Context: an optimization exercise on an open-source flow, tuned for small area, a short achievable clock period and few clock cycles per item. The choices shown serve that exercise and are no tape-out recipe. Where RTL was checked, it was by simulation tests only, not by an equivalence proof against the original. Power is estimated from default activity; no workload was simulated.

Setup of red:
Design muldiv_seq, start of the top module:
module muldiv_seq #(
  parameter int DWIDTH    = 32,
  parameter int FRAC_BITS = 29
) (
  input  logic              clock,
  input  logic              reset,
  input  logic              start,
  input  logic              kill,
  input  logic [2:0]        MDFunc,
  input  logic [DWIDTH-1:0] A,
  input  logic [DWIDTH-1:0] B,
  output logic [DWIDTH-1:0] MDOut,
  output logic              busy,
  output logic              done
);
  localparam int W = 50;   
  logic [31:0]  r_a;       
  logic [3:0]   r_ax;      
  logic [31:0]  r_b;       
  logic [2:0]   r_bx;      
  logic [2:0]   r_f;
  logic         r_asg;     
  logic [2:0]   r_ff;      
  logic [1:0]   r_fk;      
  logic         r_fsk;     
  logic         r_fdz;     
  logic         r_fdng;    
  logic         r_fit1, r_fit2;   
  logic [23:0]  r_plo;     
  logic [W-1:0] r_s;       
  logic [W-1:0] r_c;       
  logic         r_cy;      
  logic         r_first;   
  logic [5:0]   r_one, r_two, r_neg;   
  logic [31:0]  r_out;
  logic         r_busy, r_done;
  logic         st_m, st_fin, st_dx, st_di, st_dc;
  logic [4:0]   r_cnt;
  logic [5:0]   r_ca, r_cb;   
  logic         r_fa, r_fb;   
  logic         r_na, r_nb;   
  wire rk  = reset | kill;
  wire acc = start & ~r_busy & ~rk;
  wire        sgn_b = ~r_f[1];
  ...
For scale: about 5400 cells after synthesis, ~290 flip-flops, roughly 110 I/O pins, ~39000 sq um of cells after synthesis.
clock: 10.0 ns
lec_check: 0
abc_area: 1
cap_margin: 20
core_margin: 2
core_utilization: 40
place_density: 0.6
slew_margin: 20
standard.sh (not shown) runs the stock make flow with config.mk's settings and CLKGATE_MAP_FILE= SYNTH_SCRIPT=/design/flow/synth_recipe.tcl, a recipe that flattens the netlist after the stock synthesis.
==> flow/flow/run.sh <==
#!/bin/bash
# Standard ORFS layout, with timing repair aimed at a tighter target than the
# 10 ns constraint (the constraint itself is unchanged) and strong port buffers.
set -euo pipefail
bash standard.sh finish \
  "SETUP_SLACK_MARGIN=6.4" \
  "TNS_END_PERCENT=5" \
  "BUFFER_PORTS_ARGS=-buffer_cell sky130_fd_sc_hd__buf_4" \
  > standard_flow.log 2>&1
Testbench counts of red, summed over its fixed seeds: cycles 8,442, ops 3,200.
Input changes introduced in blue (baseline for comparison: red):
--- a/flow/design.v
+++ b/flow/design.v
@@ -258,37 +258,36 @@
   wire [31:0] dres  = (r_fdz & ~isrem) ? 32'hFFFF_FFFF : dneg;
   wire dc_next  = di_last & r_f[1] & tY[35];    
   wire fin_next = m_last | dx_skip | (di_last & ~dc_next) | st_dc;
   wire m_acc    = acc & ~MDFunc[2];
   wire m_cont   = st_m & ~m_last;
   wire m_next   = m_acc | m_cont;
   wire in_fit1  = in_swap ? in_afit1 : in_bfit1;
   wire m_stay   = m_acc ? ~in_fit1 : (m_cont & ~(((r_cnt == 5'd0) & r_fit2) | (r_cnt == 5'd1)));
   wire dx_next  = acc & MDFunc[2];
   wire di_next  = (st_dx & ~dx_skip) | (st_di & ~di_last);
-  wire di_free  = ~r_f[1] & ((st_dx & (sd[4:1] == 4'd0)) | (st_di & (r_cnt == 5'd1)));
   always_ff @(posedge clock) begin
     if (rk) begin
       st_m   <= 1'b0;
       st_dx  <= 1'b0;
       st_di  <= 1'b0;
       st_dc  <= 1'b0;
       st_fin <= 1'b0;
       r_busy <= 1'b0;
       r_done <= 1'b0;
     end else begin
       st_m   <= m_next;
       st_dx  <= dx_next;
       st_di  <= di_next;
       st_dc  <= dc_next;
       st_fin <= fin_next;
-      r_busy <= m_stay | (dx_next & ~in_dskip) | (di_next & ~di_free) | dc_next;
+      r_busy <= m_stay | (dx_next & ~in_dskip) | di_next | dc_next;
       r_done <= st_fin;
     end
   end
   always_ff @(posedge clock) begin
     if (!r_busy) begin
       r_a  <= in_mc;
       r_b  <= in_mp;
       r_f  <= MDFunc;
       r_asg <= ~(MDFunc[1] & MDFunc[0]) & in_mc[31];
       r_fit1 <= in_fit1;
## What came out
Summary — power, blue relative to red: higher, by 7.2%. Net switching power of the design (higher): blue. Going from red to blue, clock power share grows by 0.5 points. blue ends up with higher standard cell area after detailed placement than red does. Looking only at clock power, and setting everything else aside, the lower value of blue and red goes to red. For the worst setup slack, blue came in 0.15 ns lower than red did. Number of nets in the layout: blue vs red up about 1.8%. Global routing usage on met1 on blue is up relative to red. Comparing red against blue, there is no change at all in quantity of hold-fixing buffers added after cts. The final reports for blue and red show via count higher in the former. Footprint of the multi-input gates (higher): blue. | number of buffers on the longest clock path | blue vs red | ≈ equal |.
For blue, only the layout was checked, not whether the RTL still works.

The RTL this note starts from:
==> flow/design.v <==
package muldiv_pkg;
  typedef enum logic [2:0] {
    MD_MUL    = 3'b000,
    MD_MULH   = 3'b001,
    MD_MULHSU = 3'b010,
    MD_MULHU  = 3'b011,
    MD_DIV    = 3'b100,
    MD_DIVU   = 3'b101,
    MD_REM    = 3'b110,
    MD_REMU   = 3'b111
  } md_func_t;
  typedef enum logic [2:0] {
    ST_IDLE = 3'd0,
    ST_MUL  = 3'd1,
    ST_DIV  = 3'd2,
    ST_FIX  = 3'd3,
    ST_DONE = 3'd4
  } md_state_t;
  function automatic logic is_div(input md_func_t f);
    is_div = (f == muldiv_pkg::MD_DIV) || (f == muldiv_pkg::MD_DIVU) || (f == muldiv_pkg::MD_REM) || (f == muldiv_pkg::MD_REMU);
  endfunction
endpackage
module div_iter #(
  parameter int DWIDTH = 32
) (
  input  logic              clock,
  input  logic              reset,
  input  logic              load,
  input  logic [DWIDTH-1:0] dividend,
  input  logic [DWIDTH-1:0] divisor,
  output logic [DWIDTH-1:0] quotient,
  output logic [DWIDTH-1:0] remainder,
  output logic              last
);
  localparam int CW = $clog2(DWIDTH + 1);
  logic [DWIDTH-1:0] r_rem;
  logic [DWIDTH-1:0] r_quo;
  logic [DWIDTH-1:0] r_dvs;
  logic [CW-1:0]     r_cnt;
  logic [DWIDTH:0]   w_shift;
  logic [DWIDTH:0]   w_trial;
  assign w_shift = {r_rem, r_quo[DWIDTH-1]};
  assign w_trial = w_shift - {1'b0, r_dvs};
  always_ff @(posedge clock) begin
    if (reset) begin
      r_rem <= '0;
      r_quo <= '0;
      r_dvs <= '0;
      r_cnt <= '0;
    end else if (load) begin
      r_rem <= '0;
      r_quo <= dividend;
      r_dvs <= divisor;
      r_cnt <= CW'(DWIDTH);
    end else if (r_cnt != '0) begin
      if (!w_trial[DWIDTH]) begin
        r_rem <= w_trial[DWIDTH-1:0];
        r_quo <= {r_quo[DWIDTH-2:0], 1'b1};
      end else begin
        r_rem <= w_shift[DWIDTH-1:0];
        r_quo <= {r_quo[DWIDTH-2:0], 1'b0};
      end
      r_cnt <= r_cnt - CW'(1);
    end
  end
  assign quotient  = r_quo;
  assign remainder = r_rem;
  assign last      = (r_cnt == CW'(1));
endmodule
module muldiv_seq #(
  parameter int DWIDTH    = 32,
  parameter int FRAC_BITS = 29
) (
  input  logic              clock,
  input  logic              reset,
  input  logic              start,
  input  logic              kill,
  input  logic [2:0]        MDFunc,
  input  logic [DWIDTH-1:0] A,
  input  logic [DWIDTH-1:0] B,
  output logic [DWIDTH-1:0] MDOut,
  output logic              busy,
  output logic              done
);
  localparam int W = 50;   
  logic [31:0]  r_a;       
  logic [3:0]   r_ax;      
  logic [31:0]  r_b;       
  logic [2:0]   r_bx;      
  logic [2:0]   r_f;
  logic [2:0]   r_ff;      
  logic [23:0]  r_plo;     
  logic [W-1:0] r_s;       
  logic [W-1:0] r_c;       
  logic         r_cy;      
  logic         r_first;   
  logic [5:0]   r_one, r_two, r_neg;   
  logic [31:0]  r_out;
  logic         r_busy, r_done;
  logic         st_m, st_fin, st_dx, st_di, st_dc;
  logic [4:0]   r_cnt;
  logic [5:0]   r_ca, r_cb;   
  logic         r_fa, r_fb;   
  logic         r_na, r_nb;   
  wire rk  = reset | kill;
  wire acc = start & ~r_busy & ~rk;
  wire        sgn_a = ~(r_f[1] & r_f[0]);
  wire        sgn_b = ~r_f[1];
  wire [34:0] ax    = {{3{sgn_a & r_a[31]}}, r_a};
  wire [34:0] ax2   = {ax[33:0], 1'b0};
  logic [W-1:0] pp [6];
  always_comb begin
    for (int t = 0; t < 6; t++) begin
      logic [34:0] m;
      m     = (({35{r_one[t]}} & ax) | ({35{r_two[t]}} & ax2)) ^ {35{r_neg[t]}};
      pp[t] = {{(W-35){m[34]}}, m} << (2*t);
    end
  end
  wire bfill = sgn_b & r_b[31];
  logic [W-1:0] kconst;
  always_comb begin
    kconst = '0;
    kconst[10] = r_b[11];
    kconst[22] = r_b[23];
    kconst[34] = bfill;
  end
  logic [W-1:0] xr [6];
  always_comb begin
    xr[0] = pp[0];
    for (int t = 1; t < 6; t++) xr[t] = pp[t] | ({{(W-1){1'b0}}, r_neg[t-1]} << (2*t-2));
  end
  wire [W-1:0] xs = r_first ? kconst : {{12{r_s[W-1]}}, r_s[W-1:12]};
  wire [W-1:0] xc = r_first ? '0     : {{12{r_c[W-1]}}, r_c[W-1:12]};
  function automatic logic [2*W-1:0] csa(input logic [W-1:0] a, input logic [W-1:0] b,
                                         input logic [W-1:0] c);
    csa = {a ^ b ^ c, (a & b) | (a & c) | (b & c)};
  endfunction
  logic [W-1:0] l1s0, l1c0, l1s1, l1c1, l2s0, l2c0, l2s1, l2c1, l3s, l3c, ts, tc;
  always_comb begin
    logic [2*W-1:0] r;
    r = csa(xr[0], xr[1], xr[2]); l1s0 = r[2*W-1:W]; l1c0 = {r[W-2:0], 1'b0};
    r = csa(xr[3], xr[4], xr[5]); l1s1 = r[2*W-1:W]; l1c1 = {r[W-2:0], 1'b0};
    r = csa(l1s0, l1c0, l1s1);    l2s0 = r[2*W-1:W]; l2c0 = {r[W-2:0], 1'b0};
    r = csa(l1c1, xs, xc);        l2s1 = r[2*W-1:W]; l2c1 = {r[W-2:0], 1'b0};
    r = csa(l2s0, l2c0, l2s1);    l3s  = r[2*W-1:W]; l3c  = {r[W-2:0], 1'b0};
    r = csa(l3s, l3c, l2c1);      ts   = r[2*W-1:W]; tc   = {r[W-2:0], 1'b0};
  end
  wire [12:0] chunk = r_first ? 13'd0 : ({1'b0, r_s[11:0]} + {1'b0, r_c[11:1], r_cy});
  wire [39:0] fin   = r_s[39:0] + {r_c[39:1], r_cy};
  wire        m_last    = st_m & (r_cnt == 5'd2);
  wire        m_prelast = st_m & (r_cnt == 5'd1);
  logic [31:0] mres;
  always_comb begin
    case (r_ff[1:0])
      2'd0:    mres = {fin[7:0], r_plo};
      2'd1:    mres = fin[FRAC_BITS-24 +: 32];
      default: mres = fin[39:8];
    endcase
  end
  wire [12:0] nbits = r_busy ? {r_b[23:12], r_b[11]} : {B[11:0], 1'b0};
  logic [5:0] e_one, e_two, e_neg;
  always_comb begin
    for (int t = 0; t < 6; t++) begin
      logic b2, b1, b0;
      b2 = nbits[2*t+2];
      b1 = nbits[2*t+1];
      b0 = nbits[2*t];
      e_one[t] = b1 ^ b0;
      e_two[t] = (b2 & ~b1 & ~b0) | (~b2 & b1 & b0);
      e_neg[t] = b2;
    end
  end
  function automatic logic [2:0] lz8(input logic [7:0] x);
    casez (x)
      8'b1???????: lz8 = 3'd0;
      8'b01??????: lz8 = 3'd1;
      8'b001?????: lz8 = 3'd2;
      8'b0001????: lz8 = 3'd3;
      8'b00001???: lz8 = 3'd4;
      8'b000001??: lz8 = 3'd5;
      8'b0000001?: lz8 = 3'd6;
      default:     lz8 = 3'd7;
    endcase
  endfunction
  function automatic logic [5:0] clz32(input logic [31:0] x);
    logic z3, z2, z1, z0;
    z3 = (x[31:24] == 8'd0);
    z2 = (x[23:16] == 8'd0);
    z1 = (x[15:8]  == 8'd0);
    z0 = (x[7:0]   == 8'd0);
    if (!z3)      clz32 = {3'b000, lz8(x[31:24])};
    else if (!z2) clz32 = {3'b001, lz8(x[23:16])};
    else if (!z1) clz32 = {3'b010, lz8(x[15:8])};
    else if (!z0) clz32 = {3'b011, lz8(x[7:0])};
    else          clz32 = 6'd32;
  endfunction
  function automatic logic ones_tail(input logic [31:0] x);
    ones_tail = &(x[31:1] | ~x[30:0]);
  endfunction
  wire in_sa = ~MDFunc[0] & A[31];
  wire in_sb = ~MDFunc[0] & B[31];
  wire [6:0]  sd      = {1'b0, r_cb} - {1'b0, r_ca} - {6'd0, r_fb} + {6'd0, r_fa};
  wire        dz      = r_cb[5] & ~r_nb;
  wire        dx_skip = st_dx & (sd[6] | dz);
  wire [31:0] ua      = r_na ? -r_a : r_a;
  wire [34:0] bx      = {{3{r_nb}}, r_b};
  wire [34:0] pbx     = (bx ^ {35{r_nb}}) + {34'd0, r_nb};        
  wire [34:0] dalign  = {pbx[33:0], 1'b0} << {sd[4:1], 1'b0};     
  wire [35:0] rem = {r_ax, r_a};
  wire        s0  = r_ax[3];
  wire [35:0] d0  = {1'b0, r_bx, r_b};
  wire [35:0] d1  = {2'b00, r_bx, r_b[31:1]};
  wire [35:0] g0  = d0 ^ {36{~s0}};           
  wire [35:0] tX  = rem + g0 + {35'd0, ~s0};
  wire [35:0] ua0 = rem ^ g0 ^ ~d1;
  wire [35:0] va0 = {((rem & g0) | (rem & ~d1) | (g0 & ~d1)), ~s0};
  wire [35:0] tYa = ua0 + va0 + 36'd1;        
  wire [35:0] ub0 = rem ^ g0 ^ d1;
  wire [35:0] vb0 = {((rem & g0) | (rem & d1) | (g0 & d1)), ~s0};
  wire [35:0] tYb = ub0 + vb0;                
  wire        q1  = ~tX[35];
  wire [35:0] tY  = q1 ? tYa : tYb;
  wire        q2  = ~tY[35];
  wire        di_last = st_di & (r_cnt == 5'd0);
  wire        isrem = r_ff[1];
  wire [31:0] dsel  = isrem ? r_a : r_c[31:0];
  wire        dng   = isrem ? r_na : (r_na ^ r_nb);
  wire [31:0] dneg  = (dsel ^ {32{dng}}) + {31'd0, dng};
  wire [31:0] dres  = (dz & ~isrem) ? 32'hFFFF_FFFF : dneg;
  wire dc_next  = di_last & r_f[1] & tY[35];    
  wire fin_next = m_last | dx_skip | (di_last & ~dc_next) | st_dc;
  wire m_next   = (acc & ~MDFunc[2]) | (st_m & ~m_last);
  wire dx_next  = acc & MDFunc[2];
  wire di_next  = (st_dx & ~dx_skip) | (st_di & ~di_last);
  always_ff @(posedge clock) begin
    if (rk) begin
      st_m   <= 1'b0;
      st_dx  <= 1'b0;
      st_di  <= 1'b0;
      st_dc  <= 1'b0;
      st_fin <= 1'b0;
      r_busy <= 1'b0;
      r_done <= 1'b0;
    end else begin
      st_m   <= m_next;
      st_dx  <= dx_next;
      st_di  <= di_next;
      st_dc  <= dc_next;
      st_fin <= fin_next;
      r_busy <= (m_next & ~m_prelast) | dx_next | di_next | dc_next;
      r_done <= st_fin;
    end
  end
  always_ff @(posedge clock) begin
    if (!r_busy) begin
      r_a  <= A;
      r_b  <= B;
      r_f  <= MDFunc;
      r_ca <= in_sa ? clz32(~A) : clz32(A);
      r_cb <= in_sb ? clz32(~B) : clz32(B);
      r_fa <= in_sa & ones_tail(A);
      r_fb <= in_sb & ones_tail(B);
      r_na <= in_sa;
      r_nb <= in_sb;
    end else if (st_m) begin
      r_b <= {{12{bfill}}, r_b[31:12]};
    end else if (st_dx) begin
      r_a  <= ua;
      r_ax <= 4'd0;
      {r_bx, r_b} <= dalign;
    end else if (st_di) begin
      {r_ax, r_a} <= tY;
      {r_bx, r_b} <= di_last ? {1'b0, r_bx, r_b[31:1]} : {2'b00, r_bx, r_b[31:2]};
    end else if (st_dc) begin
      {r_ax, r_a} <= tX;                       
    end
    r_first <= ~r_busy;
    r_one   <= e_one;
    r_two   <= e_two;
    r_neg   <= e_neg;
    r_s <= ts;
    if (st_di)      r_c <= {r_c[W-3:0], q1, q2};
    else if (st_dx) r_c <= '0;
    else            r_c <= tc;
    if (st_m) begin
      r_cy  <= chunk[12];
      r_plo <= {chunk[11:0], r_plo[23:12]};
    end
    if (fin_next) r_ff <= r_f;
    if (!r_busy)     r_cnt <= 5'd0;
    else if (st_m)   r_cnt <= r_cnt + 5'd1;
    else if (st_dx)  r_cnt <= {1'b0, sd[4:1]};
    else if (st_di)  r_cnt <= r_cnt - 5'd1;
    r_out <= r_ff[2] ? dres : mres;
  end
  assign MDOut = r_out;
  assign busy  = r_busy;
  assign done  = r_done;
endmodule
Settings: LEC_CHECK=0, ABC_AREA=1, CAP_MARGIN=20, CORE_MARGIN=2, CORE_UTILIZATION=40, PLACE_DENSITY=0.6, SLEW_MARGIN=20; clock period 10.0 ns.
==> flow/flow/run.sh <==
#!/bin/bash
# Standard ORFS layout, with timing repair aimed at a tighter target than the
# 10 ns constraint (the constraint itself is unchanged) and strong port buffers.
set -euo pipefail
bash standard.sh finish \
  "SETUP_SLACK_MARGIN=6.5" \
  "TNS_END_PERCENT=1" \
  "BUFFER_PORTS_ARGS=-buffer_cell sky130_fd_sc_hd__buf_4" \
  > standard_flow.log 2>&1
Testbench counts at the start, summed over its fixed seeds: cycles 11,851, ops 3,200.
Next try:
--- a/flow/design.v
+++ b/flow/design.v
@@ -86,29 +86,30 @@
   logic [31:0]  r_a;       
   logic [3:0]   r_ax;      
   logic [31:0]  r_b;       
   logic [2:0]   r_bx;      
   logic [2:0]   r_f;
+  logic         r_asg;     
   logic [2:0]   r_ff;      
   logic [23:0]  r_plo;     
   logic [W-1:0] r_s;       
   logic [W-1:0] r_c;       
   logic         r_cy;      
   logic         r_first;   
   logic [5:0]   r_one, r_two, r_neg;   
   logic [31:0]  r_out;
   logic         r_busy, r_done;
+  logic         r_free;    
   logic         st_m, st_fin, st_dx, st_di, st_dc;
   logic [4:0]   r_cnt;
   logic [5:0]   r_ca, r_cb;   
   logic         r_fa, r_fb;   
   logic         r_na, r_nb;   
   wire rk  = reset | kill;
-  wire acc = start & ~r_busy & ~rk;
-  wire        sgn_a = ~(r_f[1] & r_f[0]);
+  wire acc = start & r_free & ~rk;
   wire        sgn_b = ~r_f[1];
-  wire [34:0] ax    = {{3{sgn_a & r_a[31]}}, r_a};
+  wire [34:0] ax    = {{3{r_asg}}, r_a};
   wire [34:0] ax2   = {ax[33:0], 1'b0};
   logic [W-1:0] pp [6];
   always_comb begin
     for (int t = 0; t < 6; t++) begin
       logic [34:0] m;
@@ -155,11 +156,11 @@
       2'd0:    mres = {fin[7:0], r_plo};
       2'd1:    mres = fin[FRAC_BITS-24 +: 32];
       default: mres = fin[39:8];
     endcase
   end
-  wire [12:0] nbits = r_busy ? {r_b[23:12], r_b[11]} : {B[11:0], 1'b0};
+  wire [12:0] nbits = r_free ? {B[11:0], 1'b0} : {r_b[23:12], r_b[11]};
   logic [5:0] e_one, e_two, e_neg;
   always_comb begin
     for (int t = 0; t < 6; t++) begin
       logic b2, b1, b0;
       b2 = nbits[2*t+2];
@@ -225,11 +226,11 @@
   wire        isrem = r_ff[1];
   wire [31:0] dsel  = isrem ? r_a : r_c[31:0];
   wire        dng   = isrem ? r_na : (r_na ^ r_nb);
   wire [31:0] dneg  = (dsel ^ {32{dng}}) + {31'd0, dng};
   wire [31:0] dres  = (dz & ~isrem) ? 32'hFFFF_FFFF : dneg;
-  wire dc_next  = di_last & r_f[1] & tY[35];    
+  wire dc_next  = di_last & r_f[1];             
   wire fin_next = m_last | dx_skip | (di_last & ~dc_next) | st_dc;
   wire m_next   = (acc & ~MDFunc[2]) | (st_m & ~m_last);
   wire dx_next  = acc & MDFunc[2];
   wire di_next  = (st_dx & ~dx_skip) | (st_di & ~di_last);
   always_ff @(posedge clock) begin
@@ -238,26 +239,29 @@
       st_dx  <= 1'b0;
       st_di  <= 1'b0;
       st_dc  <= 1'b0;
       st_fin <= 1'b0;
       r_busy <= 1'b0;
+      r_free <= 1'b1;
       r_done <= 1'b0;
     end else begin
       st_m   <= m_next;
       st_dx  <= dx_next;
       st_di  <= di_next;
       st_dc  <= dc_next;
       st_fin <= fin_next;
       r_busy <= (m_next & ~m_prelast) | dx_next | di_next | dc_next;
+      r_free <= ~((m_next & ~m_prelast) | dx_next | di_next | dc_next);
       r_done <= st_fin;
     end
   end
   always_ff @(posedge clock) begin
-    if (!r_busy) begin
+    if (r_free) begin
       r_a  <= A;
       r_b  <= B;
       r_f  <= MDFunc;
+      r_asg <= ~(MDFunc[1] & MDFunc[0]) & A[31];
       r_ca <= in_sa ? clz32(~A) : clz32(A);
       r_cb <= in_sb ? clz32(~B) : clz32(B);
       r_fa <= in_sa & ones_tail(A);
       r_fb <= in_sb & ones_tail(B);
       r_na <= in_sa;
@@ -268,15 +272,15 @@
       r_a  <= ua;
       r_ax <= 4'd0;
       {r_bx, r_b} <= dalign;
     end else if (st_di) begin
       {r_ax, r_a} <= tY;
-      {r_bx, r_b} <= di_last ? {1'b0, r_bx, r_b[31:1]} : {2'b00, r_bx, r_b[31:2]};
+      if (!di_last) {r_bx, r_b} <= {2'b00, r_bx, r_b[31:2]};
     end else if (st_dc) begin
-      {r_ax, r_a} <= tX;                       
+      if (s0) {r_ax, r_a} <= tYa;              
     end
-    r_first <= ~r_busy;
+    r_first <= r_free;
     r_one   <= e_one;
     r_two   <= e_two;
     r_neg   <= e_neg;
     r_s <= ts;
     if (st_di)      r_c <= {r_c[W-3:0], q1, q2};
@@ -284,12 +288,12 @@
     else            r_c <= tc;
     if (st_m) begin
       r_cy  <= chunk[12];
       r_plo <= {chunk[11:0], r_plo[23:12]};
     end
-    if (fin_next) r_ff <= r_f;
-    if (!r_busy)     r_cnt <= 5'd0;
+    r_ff <= r_f;
+    if (r_free)      r_cnt <= 5'd0;
     else if (st_m)   r_cnt <= r_cnt + 5'd1;
     else if (st_dx)  r_cnt <= {1'b0, sd[4:1]};
     else if (st_di)  r_cnt <= r_cnt - 5'd1;
     r_out <= r_ff[2] ? dres : mres;
   end
What happened: The new run produced a clean layout. Cell count shrinks by a little under a tenth. Global-route usage shrinks by 1.3 points. Design area goes down by a few percent. Setup slack loses 0.059 ns. Sequential power is about the same. Routed wire length came out lower by a little under a tenth. First-iteration DRC count rose by a few percent. Clock skew drops by 0.026 ns.
No functional check of the RTL was part of the second run of this note.

-- what the ideal ports hide --
How much do the figures lean on ideal ports? The routed layouts below were timed once more, with nothing changed but the port constraints.
Step 1 assumes that a clkbuf_16 drives the clock port and a buf_2 every other input.
Step 2 adds t to the input delays and takes it off the output delays; t is the mean of the earliest and latest rising clock arrival at the registers after step 1. Input paths then give back, and output paths get back, about the clock's delay inside the block.
Slacks: no drivers / after step 1 / after step 2; pairs: no drivers / after step 1.
run	t (ns)	setup slack, ns	latest minus earliest clock arrival (ns)	worst data-port slew with drivers (ns)
red	0.657	5.815 / 5.815 / 5.278	0.033 / 0.033	0.10
blue	0.645	5.664 / 5.664 / 5.346	0.033 / 0.033	0.09
the first run of note 2	0.692	6.259 / 6.259 / 5.768	0.057 / 0.057	0.11
the second run of note 2	0.650	6.200 / 6.200 / 5.863	0.032 / 0.032	0.09
After both steps every run listed still meets setup and hold. For red, which loses most, drivers alone change the setup slack by 0.000 ns; drivers and shift together by -0.537 ns.
